Source: an optimization exercise on an open RTL-to-GDS flow (aim: a short achievable clock period and few clock cycles). Production flows keep margins and buffers that such runs may drop. Only simulation tests tie the RTL to the original design; equivalence was not proved.

--- flow/design.v ---
package shp_pkg;
  localparam int unsigned MaxCitiesDef = 8;
  localparam int unsigned WeightBitsDef = 16;
  localparam int unsigned DistBits = 20;
  localparam logic [DistBits-1:0] DistMax = '1;
  localparam int unsigned CfgBits = 4;
  localparam int unsigned CityOutBits = 3;
  typedef enum logic [3:0] {
    ST_LOAD, ST_INIT, ST_COST, ST_SCAN, ST_CEIL, ST_SWAP, ST_REV, ST_EMIT
  } shp_state_e;
  typedef struct packed {
    logic load;       
    logic init;       
    logic cost_step;  
    logic scan_step;  
    logic ceil_step;  
    logic swap;       
    logic rev_step;   
    logic emit;       
  } shp_cmd_t;
  typedef struct packed {
    logic load_done;
    logic cost_done;
    logic scan_done;
    logic no_pivot;
    logic ceil_done;
    logic rev_done;
    logic emit_done;
  } shp_sts_t;
endpackage
module shp_ctrl (
  input  logic     clk_i,
  input  logic     rst_ni,
  input  logic     start_i,
  input  shp_pkg::shp_sts_t sts_i,
  output shp_pkg::shp_cmd_t cmd_o,
  output logic     busy_o
);
  shp_pkg::shp_state_e state_q, state_d;
  always_ff @(posedge clk_i or negedge rst_ni) begin
    if (!rst_ni) state_q <= shp_pkg::ST_LOAD;
    else state_q <= state_d;
  end
  always_comb begin
    state_d = state_q;
    cmd_o = '0;
    busy_o = 1'b1;
    unique case (state_q)
      shp_pkg::ST_LOAD: begin
        busy_o = 1'b0;
        if (start_i) begin
          cmd_o.load = 1'b1;
          if (sts_i.load_done) state_d = shp_pkg::ST_INIT;
        end
      end
      shp_pkg::ST_INIT: begin
        cmd_o.init = 1'b1;
        state_d = shp_pkg::ST_COST;
      end
      shp_pkg::ST_COST: begin
        cmd_o.cost_step = 1'b1;
        if (sts_i.cost_done) state_d = shp_pkg::ST_SCAN;
      end
      shp_pkg::ST_SCAN: begin
        cmd_o.scan_step = 1'b1;
        if (sts_i.no_pivot) state_d = shp_pkg::ST_EMIT;
        else if (sts_i.scan_done) state_d = shp_pkg::ST_CEIL;
      end
      shp_pkg::ST_CEIL: begin
        cmd_o.ceil_step = 1'b1;
        if (sts_i.ceil_done) state_d = shp_pkg::ST_SWAP;
      end
      shp_pkg::ST_SWAP: begin
        cmd_o.swap = 1'b1;
        state_d = shp_pkg::ST_REV;
      end
      shp_pkg::ST_REV: begin
        cmd_o.rev_step = 1'b1;
        if (sts_i.rev_done) state_d = shp_pkg::ST_COST;
      end
      shp_pkg::ST_EMIT: begin
        cmd_o.emit = 1'b1;
        if (sts_i.emit_done) state_d = shp_pkg::ST_LOAD;
      end
      default: state_d = shp_pkg::ST_LOAD;
    endcase
  end
endmodule
module shp_datapath #(
  parameter int unsigned MaxCities = shp_pkg::MaxCitiesDef,
  parameter int unsigned WeightBits = shp_pkg::WeightBitsDef
) (
  input  logic                   clk_i,
  input  logic                   rst_ni,
  input  shp_pkg::shp_cmd_t               cmd_i,
  input  logic [WeightBits-1:0]  edge_weight_i,
  input  logic [shp_pkg::CfgBits-1:0]     num_cities_i,
  output shp_pkg::shp_sts_t               sts_o,
  output logic                   result_valid_o,
  output logic [shp_pkg::CityOutBits-1:0] city_index_o,
  output logic [shp_pkg::DistBits-1:0]    total_distance_o,
  output logic                   last_city_o
);
  localparam int unsigned Depth = MaxCities * MaxCities;
  localparam int unsigned AddrBits = $clog2(Depth);
  localparam int unsigned CntBits = $clog2(Depth + 1);
  localparam int unsigned CityBits = $clog2(MaxCities);
  localparam int unsigned OrdLen = MaxCities - 1;
  localparam int unsigned NBits = $clog2(MaxCities + 1);
  logic [WeightBits-1:0] mem_q [Depth];
  logic [WeightBits-1:0] rd_q;
  logic [CntBits-1:0] cnt_q;
  logic [CityBits-1:0] ord_q [OrdLen];
  logic [CityBits-1:0] best_q [OrdLen];
  logic [shp_pkg::DistBits-1:0] best_dist_q, acc_q;
  logic first_q, prune_q;
  logic [NBits-1:0] k_q, hi_q, piv_q, ceil_q;
  logic [NBits-1:0] n;
  logic [NBits-1:0] m;  
  logic [AddrBits-1:0] raddr;
  always_comb begin
    if (num_cities_i < 4'd2) n = NBits'(2);
    else if (num_cities_i > shp_pkg::CfgBits'(MaxCities)) n = NBits'(MaxCities);
    else n = NBits'(num_cities_i);
    m = n - NBits'(1);
  end
  logic [CityBits-1:0] from_c, to_c;
  always_comb begin
    from_c = (k_q == '0) ? '0 : ord_q[k_q[CityBits-1:0] - CityBits'(1)];
    to_c = (k_q < NBits'(OrdLen)) ? ord_q[k_q[CityBits-1:0]] : '0;
    raddr = AddrBits'(n) * AddrBits'(from_c) + AddrBits'(to_c);
  end
  always_ff @(posedge clk_i) begin
    if (cmd_i.load) mem_q[cnt_q[AddrBits-1:0]] <= edge_weight_i;
    rd_q <= mem_q[raddr];
  end
  logic [shp_pkg::DistBits:0] sum;
  logic [shp_pkg::DistBits-1:0] sat;
  assign sum = {1'b0, acc_q} + (shp_pkg::DistBits+1)'(rd_q);
  assign sat = sum[shp_pkg::DistBits] ? shp_pkg::DistMax : sum[shp_pkg::DistBits-1:0];
  assign sts_o.load_done = (cnt_q + CntBits'(1)) >= CntBits'(n) * CntBits'(n);
  assign sts_o.cost_done = prune_q || (k_q == m) || (!first_q && k_q != '0 && sat >= best_dist_q);
  assign sts_o.scan_done = (piv_q == '0) || (ord_q[piv_q[CityBits-1:0] - CityBits'(1)] <
                           ord_q[piv_q[CityBits-1:0]]);
  assign sts_o.no_pivot = (piv_q == '0);
  assign sts_o.ceil_done = (k_q >= m);
  assign sts_o.rev_done = (k_q >= hi_q) || (k_q + NBits'(1) >= hi_q);
  assign sts_o.emit_done = (k_q == m);
  always_ff @(posedge clk_i or negedge rst_ni) begin
    if (!rst_ni) begin
      cnt_q <= '0;
      k_q <= '0;
      first_q <= 1'b1;
      prune_q <= 1'b0;
      best_dist_q <= shp_pkg::DistMax;
      result_valid_o <= 1'b0;
      for (int i = 0; i < int'(OrdLen); i++) ord_q[i] <= CityBits'(i + 1);
    end else begin
      result_valid_o <= 1'b0;
      if (cmd_i.load) cnt_q <= sts_o.load_done ? '0 : cnt_q + CntBits'(1);
      if (cmd_i.init) begin
        for (int i = 0; i < int'(OrdLen); i++) ord_q[i] <= CityBits'(i + 1);
        first_q <= 1'b1;
        best_dist_q <= shp_pkg::DistMax;
        k_q <= '0;
        acc_q <= '0;
        prune_q <= 1'b0;
      end
      if (cmd_i.cost_step) begin
        if (k_q != '0) acc_q <= sat;
        if (sts_o.cost_done) begin
          if (!prune_q && k_q == m && (first_q || sat < best_dist_q)) begin
            best_dist_q <= sat;
            for (int i = 0; i < int'(OrdLen); i++) best_q[i] <= ord_q[i];
          end
          first_q <= 1'b0;
          piv_q <= m - NBits'(1);
          prune_q <= 1'b0;
        end else begin
          k_q <= k_q + NBits'(1);
          if (!first_q && k_q != '0 && sat >= best_dist_q) prune_q <= 1'b1;
        end
      end
      if (cmd_i.scan_step) begin
        if (sts_o.no_pivot) k_q <= '0;
        else if (sts_o.scan_done) begin
          piv_q <= piv_q - NBits'(1);
          ceil_q <= piv_q;
          k_q <= piv_q + NBits'(1);
        end else piv_q <= piv_q - NBits'(1);
      end
      if (cmd_i.ceil_step && !sts_o.ceil_done) begin
        if (ord_q[k_q[CityBits-1:0]] > ord_q[piv_q[CityBits-1:0]] &&
            ord_q[k_q[CityBits-1:0]] < ord_q[ceil_q[CityBits-1:0]])
          ceil_q <= k_q;
        k_q <= k_q + NBits'(1);
      end
      if (cmd_i.swap) begin
        ord_q[piv_q[CityBits-1:0]] <= ord_q[ceil_q[CityBits-1:0]];
        ord_q[ceil_q[CityBits-1:0]] <= ord_q[piv_q[CityBits-1:0]];
        k_q <= piv_q + NBits'(1);
        hi_q <= m - NBits'(1);
      end
      if (cmd_i.rev_step) begin
        if (k_q < hi_q) begin
          ord_q[k_q[CityBits-1:0]] <= ord_q[hi_q[CityBits-1:0]];
          ord_q[hi_q[CityBits-1:0]] <= ord_q[k_q[CityBits-1:0]];
        end
        hi_q <= hi_q - NBits'(1);
        if (sts_o.rev_done) begin
          k_q <= '0;
          acc_q <= '0;
        end else begin
          k_q <= k_q + NBits'(1);
        end
      end
      if (cmd_i.emit) begin
        result_valid_o <= 1'b1;
        city_index_o <= (k_q == '0) ? '0 :
                        shp_pkg::CityOutBits'(best_q[k_q[CityBits-1:0] - CityBits'(1)]);
        total_distance_o <= best_dist_q;
        last_city_o <= (k_q == m);
        k_q <= sts_o.emit_done ? '0 : k_q + NBits'(1);
        if (sts_o.emit_done)
          for (int i = 0; i < int'(OrdLen); i++) ord_q[i] <= CityBits'(i + 1);
      end
    end
  end
endmodule
module shortest_hamiltonian_path_search_unit #(
  parameter int unsigned MaxCities = shp_pkg::MaxCitiesDef,
  parameter int unsigned WeightBits = shp_pkg::WeightBitsDef
) (
  input  logic                   clk_i,
  input  logic                   rst_ni,
  input  logic                   start,
  output logic                   busy,
  input  logic [WeightBits-1:0]  edge_weight_i,
  input  logic                   cfg_valid,
  output logic                   cfg_ready,
  input  logic [shp_pkg::CfgBits-1:0]     cfg_data_i,
  output logic                   result_valid_o,
  output logic [shp_pkg::CityOutBits-1:0] city_index_o,
  output logic [shp_pkg::DistBits-1:0]    total_distance_o,
  output logic                   last_city_o
);
  shp_pkg::shp_cmd_t cmd;
  shp_pkg::shp_sts_t sts;
  logic [shp_pkg::CfgBits-1:0] num_cities_q;
  assign cfg_ready = 1'b1;
  always_ff @(posedge clk_i or negedge rst_ni) begin
    if (!rst_ni) num_cities_q <= shp_pkg::CfgBits'(8);
    else if (cfg_valid) num_cities_q <= cfg_data_i;
  end
  shp_ctrl u_ctrl (
    .clk_i, .rst_ni, .start_i(start), .sts_i(sts), .cmd_o(cmd), .busy_o(busy)
  );
  shp_datapath #(.MaxCities(MaxCities), .WeightBits(WeightBits)) u_dp (
    .clk_i, .rst_ni, .cmd_i(cmd), .edge_weight_i, .num_cities_i(num_cities_q),
    .sts_o(sts), .result_valid_o, .city_index_o, .total_distance_o, .last_city_o
  );
endmodule
--- flow/run.sh ---
#!/bin/bash
# synth_recipe.tcl (not shown) runs the flow's synth.tcl, then flattens the netlist and writes it again
# the make line also repeats each setting of config.mk as NAME=value (left out here)
make -C /OpenROAD-flow-scripts/flow DESIGN_CONFIG=/design/flow/config.mk WORK_HOME=/design/flow/orfs CLKGATE_MAP_FILE= SYNTH_SCRIPT=/design/flow/synth_recipe.tcl finish
--- flow/config.mk ---
export PLATFORM = sky130hd
export DESIGN_NAME = shortest_hamiltonian_path_search_unit
export DESIGN_NICKNAME = shortest_hamiltonian_path_search_unit
export VERILOG_FILES = /design/flow/design.v
export SDC_FILE = /design/flow/constraint.sdc
export NUM_CORES = 4
export LEC_CHECK = 0
export CAP_MARGIN = 20
export CORE_MARGIN = 2
export CORE_UTILIZATION = 40
export SETUP_SLACK_MARGIN = 5
export SLEW_MARGIN = 20
--- flow/constraint.sdc ---
create_clock -name core_clock -period 10.0 [get_ports {clk_i}]
set_input_delay 2.0000 -clock core_clock [delete_from_list [all_inputs] [get_ports {clk_i}]]
set_output_delay 2.0000 -clock core_clock [all_outputs]
set_load 0.01 [all_outputs]
==> summary.md, run 1 <==
| Metric | Value |
|---|---|
| CORE AREA | 0.125 sq mm |
| Post-synth cell types | between 80 and 90 |
| CP cell instances | clkinv_4 -> ha_4 -> xnor2_4 -> mux2i_2 -> and2_4 -> a21oi_4 -> nor2_4 -> nand2_2 -> fa_1 -> fa_2 -> fa_4 -> buf_12 -> buf_16 -> mux4_2 -> mux4_2 |
| DRT antenna net count | 0 |
| Die Span Y | ~360 microns |
| Drt total wl | about 140,000 microns |
| Synth Register Bits | between 1,000 and 1,500 |
| Fraction of layout cells with a size suffix above 1 | 0.280 |
| Port bufs | 49 |
| Worst Skew | roughly 32 ps |
| Register area share after synthesis | 0.695 |
| Count leader, synth | edfxtp_1 |
| Reg-to-Reg End | u_dp.rd_q[12] |
| Full die area | approximately 0.13 sq mm |
| Reg2Reg Launch Point | u_dp.k_q[0] |
| Largest net degree at the start of global routing | 66 |
| Setup TNS | 0 ps |
| Row count | 130 |
| Initial antenna violation count | 11 |
| Highest Clock Rate | ~190 MHz |
| Final setup violation count | 0 |
| CTS Sinks | approximately 1,200 |
| Critical-path top delay cell | fa_4 |
| Area share of the largest cell type after synthesis | 0.657 |
| Worst R2R Setup Slack | just under 5000 ps |
| Critical path data required time | ~11,000 ps |
| Post-synth EDFFs | between 1,000 and 1,500 |
| Drt first pass iters | 6 |
| Min-delay src | u_dp.cnt_q[6] |
| Actual slew at the worst max-slew pin | 1190 ps |
| Final worst-path cycle share | 0.517 |
| Synth Cell Area | 0.0503 sq mm |
| CTS buffer count | approximately 120 |
| Crit-path max FO | 8 |
| CP arrival | 5780 ps |
| RSZ-0062 raised after global routing | yes |
| Avg Inst Size Synth | between 15 and 20 sq um |
| CTS tree | built |
| Skew-Pair Late Insertion Delay | approximately 740 ps |
| Setup crit start kind | flip-flop |
| Fin. Hold Viols | 0 |
| Grt ovf | 0 |
| Worst-case reg-to-reg path depth | 15 |
| Vias post-DR | around 28,000 |
| Ports | 51 |
| Vias in the first global route | roughly 28,000 |
| Register area | roughly 0.035 sq mm |
| Starting Density | 0.401 |
| Async set-reset flop share out of synthesis | 0.0526 |
| Leading area contributor after synthesis | edfxtp_1 |
| Commonest cells post-synth | edfxtp_1 (1,100), mux4_2 (336), nor2_1 (155) |
| Total of max-cap violations | 0 |
| Layout area overhead | 16.8% |
| Hold EP | u_dp.cnt_q[6] |
| Fill cell count | approximately 10,000 |
| Global-route wire length before repair | 206,000 microns |
| Average vias per placed instance | 6.02 |
| Top post-synthesis cells by area | edfxtp_1 (66%), mux4_2 (15%), ha_1 (2.5%), dfstp_2 (1.8%), dfrtp_1 (1.4%) |
| DRC viols | 0 |
| Min-delay worst type | flip-flop to flip-flop |
| Final #Nets | slightly above 3,000 |
| CTS max path bufs | 3 |
| WHS Path Cells | 2 |
| Synth Instances | around 2,800 |
| Dpl hpwl | slightly below 90,000 microns |
| CP Capture Type | flip-flop |
| Max Slew Vio Count | 0 |
| H-tree depth | 3 |
| Multi-input gate area | between 0.01 and 0.015 sq mm |
| CTS root buffer | clkbuf_16 |
| Final GP Congestion | ~0.88 |
| Final worst path period need | approximately 5200 ps |
| Most frequently used flop master after synthesis | edfxtp_1 |
| Outcome | finished clean |
| Routed wire per std cell | between 30 and 40 microns |
| GRT Util Overall | 0.226 |
| Clk pin slew, worst setup/hold paths | ~70 ps |
| Most used cell, CP | mux4_2 |
| Die width | 359 microns |
| Hold_buf cts | 0 |
| Synth warn | 5 |
| Iteration-0 DRC Markers | roughly 3,600 |
| Relative slew slack | 0.206 |
| Critical path class | flip-flop to flip-flop |
| Critical Path Max Stage Delay | ~850 ps |
-- metrics by stage --
stage	cells	setup WS, ps	hold WS, ps	utilization	area, sq um
finish	4711	4830	514	0.469	58700
global route	4708	4700	528	0.469	58700
CTS	4689	4790	515	0.466	58300
detailed placement	4406	2980	498	0.423	53000
global placement	4406	3170	489	0.423	53000
floorplan	2760	5010	420	-	50400
-- worst max-delay path, delay by kind of cell, from the launching register on --
| kind | cells | cell delay [ps] |
|---|---|---|
| multiplexers | 3 | 1320 |
| adder cells (fa/ha/maj) | 4 | 2130 |
| XOR/XNOR | 1 | 210 |
| AO/OA/AOI/OAI | 1 | 70 |
| buffers and inverters | 3 | 440 |
| flip-flops | 1 | 430 |
| AND/OR/NAND/NOR | 3 | 410 |
-- cell families (layout without fill, tap and decap cells) --
family / after synthesis / in the layout / share of synthesized area
compound gates: 380 / 380 / 0.0508
xor+xnor: 31 / 31 / 0.00570
fa+ha+maj: 105 / 105 / 0.0270
buf+inv: 232 / 529 / 0.0186
flops: 1178 / 1178 / 0.695
mux: 393 / 393 / 0.162
other cells: 2 / 7 / 0.000149
simple gates: 437 / 438 / 0.0404
-- worst max-delay path by stage --
stage,to,depth (start not counted),from,slack (ps)
2_1_floorplan,u_dp.rd_q[0],17,u_dp.k_q[0],5010
3_3_place_gp,u_dp.rd_q[12],11,u_dp.k_q[2],3170
3_5_place_dp,u_dp.rd_q[12],10,u_dp.k_q[2],2980
4_1_cts,u_dp.rd_q[5],15,u_dp.k_q[0],4790
5_1_grt,u_dp.rd_q[3],16,u_dp.k_q[0],4700
6_report,u_dp.rd_q[12],15,u_dp.k_q[0],4830
-- registers in the layout (all words and copies together) (netlist names) --
register and count:
num_cities_q 4, u_ctrl.state_q 3, u_dp.acc_q 20, u_dp.best_dist_q 20, u_dp.best_q 21, u_dp.ceil_q 3
u_dp.city_index_o 3, u_dp.cnt_q 7, u_dp.first_q 1, u_dp.hi_q 4, u_dp.k_q 4, u_dp.last_city_o 1
u_dp.mem_q 1024, u_dp.ord_q 21, u_dp.piv_q 4, u_dp.prune_q 1, u_dp.rd_q 16, u_dp.result_valid_o 1
u_dp.total_distance_o 20
-- layout by cell type (no fill, tap or decap), drive strengths merged, types with 10 or more instances in the layout --
| master | synthesis | layout |
|---|---|---|
| a211oi | 15 | 15 |
| a21o | 20 | 20 |
| a21oi | 84 | 84 |
| a221oi | 10 | 10 |
| a222oi | 16 | 16 |
| a22oi | 17 | 17 |
| a31oi | 16 | 16 |
| and2 | 16 | 17 |
| buf | 47 | 182 |
| bufinv | 0 | 16 |
| clkbuf | 100 | 151 |
| clkdlybuf4s50 | 0 | 32 |
| clkinv | 0 | 43 |
| dfrtp | 28 | 28 |
| dfstp | 34 | 34 |
| dfxtp | 16 | 16 |
| edfxtp | 1100 | 1100 |
| ha | 99 | 99 |
| inv | 85 | 93 |
| mux2 | 18 | 18 |
| mux2i | 39 | 39 |
| mux4 | 336 | 336 |
| nand2 | 117 | 117 |
| nand3 | 37 | 37 |
| nand4 | 12 | 12 |
| nor2 | 155 | 155 |
| nor2b | 26 | 26 |
| nor3 | 20 | 20 |
| o211ai | 11 | 11 |
| o21a | 12 | 12 |
| o21ai | 84 | 84 |
| o22ai | 24 | 24 |
| o31ai | 14 | 14 |
| xnor2 | 22 | 22 |
-- metal layers --
metal	wire length, microns	track usage	up-vias
met4	3900	0.0562	2
met2	69400	0.365	1432
met5	11	0	-
met1	58600	0.315	15000
met3	12700	0.0459	239
li1	-	-	11700
-- area by class of cell --
cell class	count	share of cell area
Inverter	85	0.00552
Clock buffer	150	0.0539
Clock inverter	75	0.0147
Multi-Input combinational cell	1351	0.255
Sequential cell	1178	0.595
Tap cell	1650	0.0352
Timing Repair Buffer	219	0.0406
Antenna cell	3	0.000128
-- timing repair --
item                       4_1_cts  5_1_grt
setup buffers                   43       18
setup endpoints to repair       69       68
resized for setup               94       42
hold endpoints to repair         0        0
gates cloned                    15        1
pin swaps                       18       27
Testbench counts, summed over its fixed seeds: cycles 1,668,027.
==> run 2, diff against run 1 <==
--- a/flow/config.mk
+++ b/flow/config.mk
@@ -10,3 +10,2 @@
 export CORE_UTILIZATION = 40
-export SETUP_SLACK_MARGIN = 5
 export SLEW_MARGIN = 20
==> run 2 against run 1 <==
Still clean. Wire length down 9.8%. Die area unchanged. Cell area down 3.2%. Cell count is 1.9% lower. Highest routed layer unchanged.
==> summary.md, run 2 <==
| Metric | Value |
|---|---|
| Final worst path period need | 6970 ps (+1790 ps) |
| Outcome | finished clean |
| Main combinational cell family by area after synthesis | multiplexers |
| GRT Util Overall | 0.203 (-0.0224) |
| Routed wire per std cell | 28.2 microns (-8.1%) |
| Post-synth EDFFs | 1,100 (unchanged) |
| Async set-reset flop share out of synthesis | 0.0526 (unchanged) |
| Row count | 130 (unchanged) |
| Simple-Gate Fraction of Synth Area | 0.0404 (unchanged) |
| Skew-Pair Late Insertion Delay | 740 ps (about the same) |
| Die Span Y | 359 microns (unchanged) |
| DRC viols | 0 (unchanged) |
| Max Slew Vio Count | 0 (unchanged) |
| Avg Inst Size Synth | 18.2 sq um (unchanged) |
| Fin. Hold Viols | 0 (unchanged) |
| Synth Cell Area | 0.0503 sq mm (unchanged) |
| Setup crit start kind | flip-flop |
| Post-synth cell types | 87 (unchanged) |
| Largest register FFs | 1,024 (unchanged) |
| Starting Density | 0.401 (unchanged) |
| CP cell instances | inv_1 -> ha_1 -> xnor2_2 -> mux2i_1 -> and2_1 -> a221oi_1 -> nor2_1 -> nand2_1 -> fa_1 -> fa_1 -> inv_1 -> ha_1 -> a21o_1 -> a21oi_1 -> xnor2_2 -> buf_4 -> buf_4 -> mux4_2 -> mux4_2 |
| Delay-heaviest family, CP | adder cells |
| Setup TNS | 0 ps (unchanged) |
| Full die area | 0.129 sq mm (unchanged) |
| Worst Skew | 42.1 ps (+9.79 ps) |
| Synth Area in Compound Gates | 0.0508 (unchanged) |
| CORE AREA | 0.125 sq mm (unchanged) |
| CTS max path bufs | 3 (unchanged) |
| CTS tree | built |
| Critical Path Max Stage Delay | 560 ps (-290 ps) |
| Final worst-path cycle share | 0.697 (+0.179) |
| Critical path data required time | 10,590 ps (-20 ps) |
| Crit-path max FO | 37 (+29) |
| Average vias per placed instance | 5.94 (-1.4%) |
| PostCTS Resize Cnt | 0 (-100%) |
| Initial antenna violation count | 8 (-3) |
| Highest Clock Rate | 144 MHz (-26%) |
| Synth warn | 5 (unchanged) |
| Top post-synthesis cells by area | edfxtp_1 (66%), mux4_2 (15%), ha_1 (2.5%), dfstp_2 (1.8%), dfrtp_1 (1.4%) |
| Final #Nets | 2,999 (-2.7%) |
| Leading cell type in the layout, fill and taps excluded | edfxtp_1 |
| Critical-path top delay cell | a221oi_1 |
| Post-synthesis mux area share | 0.162 (unchanged) |
| Global-route wire length before repair | 190,000 microns (-8.0%) |
| Commonest cells post-synth | edfxtp_1 (1,100), mux4_2 (336), nor2_1 (155) |
| Clk pin slew, worst setup/hold paths | 60 ps (about the same) |
| Most frequent cells in the layout | edfxtp_1 (1,100), mux4_2 (336), nor2_1 (147), clkbuf_16 (119), nand2_1 (117) |
| Grt ovf | 0 (unchanged) |
| Dpl hpwl | 79,300 microns (-8.8%) |
| Hold slack | 517 ps (+2.52 ps) |
| CTS buffer count | 118 (-0.84%) |
| Synth Instances | 2,758 (unchanged) |
| Largest net degree at the start of global routing | 145 (+120%) |
| Leading area contributor after synthesis | edfxtp_1 |
| Fraction of layout cells with a size suffix above 1 | 0.234 (-0.0466) |
| Ports | 51 (unchanged) |
| Drt first pass iters | 6 (unchanged) |
| Iteration-0 DRC Markers | 2,956 (-18%) |
| CP Capture Type | flip-flop |
| Hold_buf cts | 0 (unchanged) |
| CTS Sinks | 1,178 (unchanged) |
| Relative slew slack | 0.268 (+0.0618) |
| Fill cell count | 10,600 (+0.95%) |
| Area share of the largest cell type after synthesis | 0.657 (unchanged) |
| Die width | 359 microns (unchanged) |
| CTS root buffer | clkbuf_16 |
| Total of max-cap violations | 0 (unchanged) |
| Port bufs | 49 (unchanged) |
| Drt total wl | 130,000 microns (-9.8%) |
| Most frequently used flop master after synthesis | edfxtp_1 |
| Min-delay worst type | flip-flop to flip-flop |
| Final setup violation count | 0 (unchanged) |
| Critical path class | flip-flop to flip-flop |
| DRT antenna net count | 0 (unchanged) |
| Final GP Congestion | 0.858 (-2.2%) |
| Post-Synth XOR/XNOR Area | 0.00570 (unchanged) |
| RSZ-0062 raised after global routing | no |
| Post CTS Setup Buffer Count | 0 (-100%) |
| Vias in the first global route | 27,300 (-2.2%) |
| Register area share after synthesis | 0.695 (unchanged) |
| Count leader, synth | edfxtp_1 |
| Actual slew at the worst max-slew pin | 1100 ps (-88.4 ps) |
| Worst Path Buf+Inv | 4 (+1) |
| Vias post-DR | 27,400 (-3.2%) |
| H-tree depth | 3 (unchanged) |
| Synth Area in Adders | 0.0270 (unchanged) |
| Synth Register Bits | 1,178 (unchanged) |
| Layout area overhead | 13.0% |
| CP arrival | 7560 ps (+1780 ps) |
==> run 2: cell counts after synthesis <==
Identical to the previous run, type by type.
==> run 2: layout make-up <==
| cell class | instances | area [sq um] | share of cell area |
|---|---|---|---|
| Clock inverter | 71 | 763 | 0.0134 |
| Tap cell | 1650 | 2060 | 0.0363 |
| Inverter | 85 | 319 | 0.00561 |
| Antenna cell | 2 | 5.00 | 0.0000881 |
| Multi-Input combinational cell | 1350 | 14500 | 0.255 |
| Timing Repair Buffer | 137 | 1130 | 0.0199 |
| Clock buffer | 149 | 3110 | 0.0547 |
| Sequential cell | 1178 | 34900 | 0.615 |
==> run 2: per-stage QoR <==
step	std cells	worst slack (ps)	util	cell area (sq um)
2_1_floorplan	2760	4340	-	50300
3_3_place_gp	4400	3010	0.423	52900
3_5_place_dp	4400	3060	0.423	52900
4_1_cts	4620	2990	0.454	56800
5_1_grt	4620	2750	0.454	56800
6_report	4622	3030	0.454	56800
==> run 2: final timing paths <==
path	start	cells past startpoint	end	slack [ps]
worst max-delay path	u_dp.k_q[0]	19	u_dp.rd_q[8]	3030
worst min-delay path	u_dp.best_dist_q[16]	0	u_dp.total_distance_o[16]	520
worst max register to register	u_dp.k_q[0]	19	u_dp.rd_q[8]	3030
worst min register to register	u_dp.best_dist_q[16]	0	u_dp.total_distance_o[16]	520
max in group asynchronous	rst_ni	2	u_dp.cnt_q[5]	7520
min in group asynchronous	rst_ni	1	u_dp.ord_q[4][1]	1240
==> run 2: kinds of logic after synthesis <==
| family | count (synthesis) |
|---|---|
| AO/OA/AOI/OAI | 380 |
| other | 2 |
| XOR/XNOR | 31 |
| adder cells (fa/ha/maj) | 105 |
| multiplexers | 393 |
| AND/OR/NAND/NOR | 437 |
| flip-flops | 1178 |
| buffers and inverters | 232 |
==> run 2: layer usage <==
| metal | vias to the layer above | wire length [microns] | GRT usage |
|---|---|---|---|
| met1 | 14600 | 54800 | 0.289 |
| met4 | 4 | 3540 | 0.0556 |
| met2 | 1155 | 62300 | 0.327 |
| met5 | - | 31 | 0 |
| met3 | 207 | 9770 | 0.0338 |
| li1 | 11500 | - | - |
==> run 2: worst reg2reg max path: stages, from the launching register on <==
cell,delay (ps)
dfrtp_1,490
inv_1,240
ha_1,290
xnor2_2,510
mux2i_1,200
and2_1,250
a221oi_1,560
nor2_1,130
nand2_1,110
fa_1,450
fa_1,550
inv_1,70
ha_1,270
a21o_1,180
a21oi_1,230
xnor2_2,140
buf_4,550
buf_4,610
mux4_2,520
mux4_2,480

==> what the ideal ports hide <==
The results above use ideal ports. As a check the final layouts listed here were re-extracted and re-timed, cells and wires unchanged. Step 1 assumes that a clkbuf_16 drives the clock port and a buf_2 every other input. Step 2 moves the port delays by t, midway between the first and last clock arrival at a register: inputs arrive t later, outputs are due t later. That takes back most of the time a late clock gives input paths. a / b / c = no drivers / after step 1 / after step 2; a / b = the first two.
| run | t (ns) | setup slack, ns | clock arrival spread, ns | worst data-port slew with drivers (ns) | pins driven straight from the clock port |
|---|---|---|---|---|---|
| run 1 | 0.806 | 4.828 / 4.828 / 4.684 | 0.037 / 0.036 | 0.06 | 1 |
| run 2 | 0.798 | 3.033 / 3.033 / 3.033 | 0.042 / 0.043 | 0.13 | 1 |
After both steps every run listed still meets setup and hold. The setup slack of run 1, which loses most, moves by 0.000 ns with the drivers and by -0.144 ns with both steps.
